Source: an optimization exercise on an open RTL-to-GDS flow (aim: a short achievable clock period and few clock cycles per item). Production flows keep margins and buffers that such runs may drop.
Only simulation tests tie the RTL to the original design; equivalence was not proved.

==> inputs of 11-23 <==
Design cpu_top, start of the top module:
module cpu_top (
	input logic clk,
	input logic rst_n,
	output logic mem_rd,
	output logic mem_wr,
	output logic [31:0] mem_addr,
	output logic [31:0] mem_wdata,
	input logic [31:0] mem_rdata
);
==> flow/config.mk <==
export PLATFORM = sky130hd
export DESIGN_NAME = cpu_top
export DESIGN_NICKNAME = cpu_top
export VERILOG_FILES = /design/flow/design.v
export SDC_FILE = /design/flow/constraint.sdc
export NUM_CORES = 4
export LEC_CHECK = 0
export CAP_MARGIN = 20
export CELL_PAD_IN_SITES_DETAIL_PLACEMENT = 1
export CELL_PAD_IN_SITES_GLOBAL_PLACEMENT = 1
export CORE_MARGIN = 2
export CORE_UTILIZATION = 25
export PLACE_DENSITY = 0.5
export SLEW_MARGIN = 20
==> flow/constraint.sdc <==
create_clock -name core_clock -period 10.0 [get_ports {clk}]
set_input_delay 2.0000 -clock core_clock [delete_from_list [all_inputs] [get_ports {clk}]]
set_output_delay 2.0000 -clock core_clock [all_outputs]
set_load 0.01 [all_outputs]
standard.sh (not shown) runs the stock make flow with config.mk's settings and CLKGATE_MAP_FILE= SYNTH_SCRIPT=/design/flow/synth_recipe.tcl, a recipe that flattens the netlist after the stock synthesis.
==> flow/flow/run.sh <==
#!/bin/bash
# Standard layout, with timing repair aimed well below the 10 ns clock and
# free to resize cells across footprints.
set -euo pipefail
MARGIN=$(cat flow/margin.txt)
bash standard.sh SETUP_SLACK_MARGIN=$MARGIN MATCH_CELL_FOOTPRINT=0 finish > standard_flow.log 2>&1
==> flow/flow/margin.txt <==
7.5
==> inputs of 06-14, as changes to 11-23 <==
--- a/flow/design.v
+++ b/flow/design.v
@@ -152,11 +152,11 @@
 	input logic rst_n,
 	output cpu_pkg::mem_req_t mem_req,
 	input cpu_pkg::word_t mem_rdata
 );
 	localparam int IB_DEPTH = 4;
-	localparam int BTB_BITS = 3;
+	localparam int BTB_BITS = 4;
 	localparam int BTB_N = 1 << BTB_BITS;
 	logic mr_rd;
 	logic mr_wr;
 	logic mr_fetch;
 	logic mr_load;
@@ -188,12 +188,10 @@
 	logic btb_nseq [BTB_N];
 	logic d_v;
 	cpu_pkg::word_t ir;
 	logic [31:0] ir_rs_oh;
 	logic [31:0] ir_rt_oh;
-	logic ir_use_rs;
-	logic ir_use_rt;
 	cpu_pkg::pc_t d_pc;
 	logic d_btb;
 	cpu_pkg::pc_t d_npc;
 	cpu_pkg::pc_t d_noff;
 	logic d_nseq;
@@ -394,12 +392,12 @@
 	logic d_go;
 	cpu_pkg::word_t d_a;
 	cpu_pkg::word_t d_b;
 	assign fe_a = e_wen && (e_dest == rs);
 	assign fe_b = e_wen && (e_dest == rt);
-	assign stall_a = ir_use_rs && ((e_load && e_dest == rs) || (mr_load && mr_ldest == rs));
-	assign stall_b = ir_use_rt && ((e_load && e_dest == rt) || (mr_load && mr_ldest == rt));
+	assign stall_a = dc_use_rs && ((e_load && e_dest == rs) || (mr_load && mr_ldest == rs));
+	assign stall_b = dc_use_rt && ((e_load && e_dest == rt) || (mr_load && mr_ldest == rt));
 	assign d_stall = d_v && (stall_a || stall_b);
 	always_comb begin
 		if (m_wen && m_dest == rs) d_a = m_res;
 		else if (w_load && w_dest == rs) d_a = mem_rdata;
 		else d_a = rf_a;
@@ -469,25 +467,16 @@
 	logic d_guess_ok;
 	assign d_guess_ok = dc_j ? (ir[9:0] == d_npc)
 		: (dc_br && d_pred) ? (ir[9:0] == d_noff)
 		: d_nseq;
 	assign d_fix = d_go && (d_btb ? !d_guess_ok : dc_j);
-	cpu_pkg::pc_t s_addr;
-	logic [BTB_BITS-1:0] lk_idx;
-	logic lk_hit;
+	logic [BTB_BITS-1:0] bl_idx;
 	logic btb_use;
 	cpu_pkg::pc_t bl_tgt;
-	cpu_pkg::pc_t bl_noff;
-	logic bl_nseq;
-	assign s_addr = fpc + {9'd0, finc};
-	assign lk_idx = s_addr[BTB_BITS-1:0];
-	assign lk_hit = btb_v[lk_idx] && (btb_tag[lk_idx] == s_addr[9:BTB_BITS]);
-	always_ff @(posedge CLK) begin
-		bl_tgt <= btb_tgt[lk_idx];
-		bl_noff <= btb_noff[lk_idx];
-		bl_nseq <= btb_nseq[lk_idx];
-	end
+	assign bl_idx = fpc[BTB_BITS-1:0];
+	assign btb_use = finc && btb_v[bl_idx] && (btb_tag[bl_idx] == fpc[9:BTB_BITS]);
+	assign bl_tgt = btb_tgt[bl_idx];
 	logic [BTB_BITS-1:0] bw_idx;
 	assign bw_idx = d_pc[BTB_BITS-1:0];
 	logic bw_en;
 	logic bw_v;
 	logic [BTB_BITS-1:0] bw_idx_q;
@@ -561,36 +550,10 @@
 			end
 		end
 		if (ib_v[IB_DEPTH-1]) q_v[IB_DEPTH] = r_fetch;
 	end
 	assign pop = (!d_v || !d_stall) && q_v[0];
-	logic q_use_rs;
-	logic q_use_rt;
-	always_comb begin
-		q_use_rs = 1'b0;
-		q_use_rt = 1'b0;
-		case (q_ins[0][31:26])
-			cpu_pkg::OP_RTYPE: begin
-				case (q_ins[0][5:0])
-					cpu_pkg::FN_ADD, cpu_pkg::FN_SUB, cpu_pkg::FN_AND, cpu_pkg::FN_OR,
-					cpu_pkg::FN_NOR, cpu_pkg::FN_SLT: begin
-						q_use_rs = 1'b1;
-						q_use_rt = 1'b1;
-					end
-					cpu_pkg::FN_SLL, cpu_pkg::FN_SRL: q_use_rs = 1'b1;
-					default: ;
-				endcase
-			end
-			cpu_pkg::OP_ADDI, cpu_pkg::OP_SLTI, cpu_pkg::OP_ANDI, cpu_pkg::OP_ORI,
-			cpu_pkg::OP_LW: q_use_rs = 1'b1;
-			cpu_pkg::OP_SW, cpu_pkg::OP_BEQ, cpu_pkg::OP_BNE: begin
-				q_use_rs = 1'b1;
-				q_use_rt = 1'b1;
-			end
-			default: ;
-		endcase
-	end
 	always_comb begin
 		for (int i = 0; i < IB_DEPTH; i++) begin
 			nib_v[i] = pop ? q_v[i+1] : q_v[i];
 		end
 	end
@@ -617,12 +580,10 @@
 			ib_noff[i] <= pop ? q_noff[i+1] : q_noff[i];
 			ib_nseq[i] <= pop ? q_nseq[i+1] : q_nseq[i];
 		end
 		if (pop) begin
 			ir <= q_ins[0];
-			ir_use_rs <= q_use_rs;
-			ir_use_rt <= q_use_rt;
 			for (int i = 0; i < 32; i++) begin
 				ir_rs_oh[i] <= ib_v[0] ? ib_ins[0][25:21] == 5'(i) : mem_rdata[25:21] == 5'(i);
 				ir_rt_oh[i] <= ib_v[0] ? ib_ins[0][20:16] == 5'(i) : mem_rdata[20:16] == 5'(i);
 			end
 			d_pc <= q_pc[0];
@@ -709,21 +670,19 @@
 	cpu_pkg::word_t b_addr;
 	cpu_pkg::pc_t b_fpc;
 	logic b_finc;
 	cpu_pkg::pc_t f_addr;
 	logic sel_r;
-	logic b_seq;
-	assign f_addr = btb_use ? bl_tgt : s_addr;
+	assign f_addr = btb_use ? bl_tgt : fpc + {9'd0, finc};
 	always_comb begin
 		b_rd = 1'b0;
 		b_wr = 1'b0;
 		b_fetch = 1'b0;
 		b_load = 1'b0;
 		b_addr = {22'd0, f_addr};
 		b_fpc = f_addr;
 		b_finc = 1'b0;
-		b_seq = 1'b0;
 		if (e_mem) begin
 			b_rd = e_load;
 			b_wr = e_store;
 			b_load = e_load;
 			b_addr = x_sum;
@@ -741,11 +700,10 @@
 			b_fpc = d_next;
 			b_finc = 1'b1;
 		end else if (can_fetch) begin
 			b_rd = 1'b1;
 			b_fetch = 1'b1;
-			b_seq = !btb_use;
 			b_finc = 1'b1;
 		end
 	end
 	assign sel_r = r_redir && !e_mem;
 	always_ff @(posedge CLK or negedge rst_n) begin
@@ -754,11 +712,10 @@
 			mr_wr <= 1'b0;
 			mr_fetch <= 1'b0;
 			mr_load <= 1'b0;
 			mr_ldest <= '0;
 			fpc <= RESET_PC[9:0];
-			btb_use <= 1'b0;
 			finc <= 1'b0;
 			r_fetch <= 1'b0;
 			r_btb <= 1'b0;
 			r_npc <= '0;
 			r_noff <= '0;
@@ -769,23 +726,22 @@
 			w_dest <= '0;
 		end else begin
 			r_fetch <= mr_fetch && !flush && !r_redir;
 			r_btb <= btb_use;
 			r_npc <= bl_tgt;
-			r_noff <= bl_noff;
-			r_nseq <= bl_nseq;
+			r_noff <= btb_noff[bl_idx];
+			r_nseq <= btb_nseq[bl_idx];
 			r_pc <= fpc;
 			r_pc1 <= fpc + 10'd1;
 			w_load <= mr_load;
 			w_dest <= mr_ldest;
 			mr_ldest <= e_dest;
 			mr_wr <= b_wr;
 			mr_load <= b_load;
 			mr_rd <= sel_r ? can_fetch_r : b_rd;
 			mr_fetch <= sel_r ? can_fetch_r : b_fetch;
 			fpc <= r_redir ? r_tgt : b_fpc;
-			btb_use <= lk_hit && b_seq && !r_redir;
 			finc <= r_redir ? sel_r && can_fetch_r : b_finc;
 		end
 	end
 	always_ff @(posedge CLK) begin
 		mr_addr[31:10] <= b_addr[31:10];
==> flow/flow/run.sh (replaced) <==
#!/bin/bash
# Standard layout, with timing repair aimed well below the 10 ns clock.
set -euo pipefail
MARGIN=$(cat flow/margin.txt)
bash standard.sh SETUP_SLACK_MARGIN=$MARGIN finish > standard_flow.log 2>&1
==> flow/flow/margin.txt (replaced) <==
7.0
==> inputs of 08-12, as changes to 11-23 <==
--- a/flow/design.v
+++ b/flow/design.v
@@ -152,11 +152,11 @@
 	input logic rst_n,
 	output cpu_pkg::mem_req_t mem_req,
 	input cpu_pkg::word_t mem_rdata
 );
 	localparam int IB_DEPTH = 4;
-	localparam int BTB_BITS = 3;
+	localparam int BTB_BITS = 4;
 	localparam int BTB_N = 1 << BTB_BITS;
 	logic mr_rd;
 	logic mr_wr;
 	logic mr_fetch;
 	logic mr_load;
==> flow/flow/run.sh (replaced) <==
#!/bin/bash
# Standard layout, with timing repair aimed well below the 10 ns clock.
set -euo pipefail
MARGIN=$(cat flow/margin.txt)
bash standard.sh SETUP_SLACK_MARGIN=$MARGIN finish > standard_flow.log 2>&1
==> flow/flow/margin.txt (replaced) <==
7.0
==> reports/metrics.cfg <==
[status]
status = finished clean

[final_layout]
nonClockInverterCount = 126
n_sequential_cell = 2076

[worst_setup_path]
ff2ff_setup_slack_ns = 6.64
endpoint_kind = output pin
crit_path_max_fanout = 1
rr_worst_depth = 14
cp_data_required_time_ns = 8.00

[placement]
pre_cts_ws_ns = 4.788

[timing]
setup_ws_ns = 6.440
max_slew.worst_pin.slew_ns = 1.125

[synthesis]
netlist_area_sq_um = 102600
synth_area_leaders = edfxtp_1 40%, mux2_2 13%, dfxtp_1 10%

[routing]
first_pass_iters = 8

[grt]
use_met3 = 0.1044

The numbers above come from 11-23.

==> reports/metrics.cfg <==
[status]
status = finished clean

[synthesis]
synth_area_leaders = edfxtp_1 44%, dfxtp_1 9.4%, a22oi_1 4.8%
netlist_area_sq_um = 108900

[worst_setup_path]
rr_worst_depth = 12
ff2ff_setup_slack_ns = 6.34
cp_data_required_time_ns = 10.91
crit_path_max_fanout = 5
endpoint_kind = flop

[timing]
max_slew.worst_pin.slew_ns = 1.392
setup_ws_ns = 6.341

[placement]
pre_cts_ws_ns = 3.971

[grt]
use_met3 = 0.1049

[final_layout]
nonClockInverterCount = 236

The numbers above come from 06-14.

==> reports/metrics.cfg <==
[status]
status = finished clean

[timing]
setup_ws_ns = 6.330

[clock_tree]
htreeDepth = 5

[worst_setup_path]
crit_path_max_fanout = 5
cp_data_required_time_ns = 10.78
endpoint_kind = flop
ff2ff_setup_slack_ns = 6.38

[die]
core_area_sq_um = 441100

[synthesis]
netlist_area_sq_um = 110700
synth_area_leaders = edfxtp_1 43%, mux2_2 12%, dfxtp_1 9.6%

[final_layout]
n_sequential_cell = 2292
nonClockInverterCount = 141

[placement]
pre_cts_ws_ns = 3.969

[grt]
use_met3 = 0.08542

The numbers above come from 08-12.

Testbench counts of 11-23, summed over its fixed seeds: cycles 22,486, instrs 16,221.
Testbench counts of 06-14, summed over its fixed seeds: cycles 22,486, instrs 16,221.
Testbench counts of 08-12, summed over its fixed seeds: cycles 22,486, instrs 16,221.

==> afterwards: timing with drivers on the ports <==
Ports are ideal in the flow. The routed layouts listed here were re-timed in OpenROAD.
Step 1: set_driving_cell puts a clkbuf_16 on clk and a buf_2 on each other input, an assumption about the parent block.
Step 2 times the ports against the registers' clock, not the clock port: input delays grow and output delays shrink by t, the midpoint of the rising clock arrivals with the driver on.
a / b / c = ideal / step 1 / step 2; a / b = the first two.
| run | t, ns | slack for setup (ns) | slew at the worst register clock pin (ns) | cell pins on the clock port's net |
|---|---|---|---|---|
| 11-23 | 1.058 | 6.440 / 6.323 / 5.850 | 0.08 / 0.08 | 1 |
| 06-14 | 1.055 | 6.341 / 6.341 / 5.334 | 0.07 / 0.07 | 1 |
| 08-12 | 1.048 | 6.330 / 6.249 / 5.201 | 0.07 / 0.07 | 1 |
After both steps every run listed still meets setup and hold. The setup slack of 08-12, which loses most, moves by -0.081 ns with the drivers and by -1.129 ns with both steps.
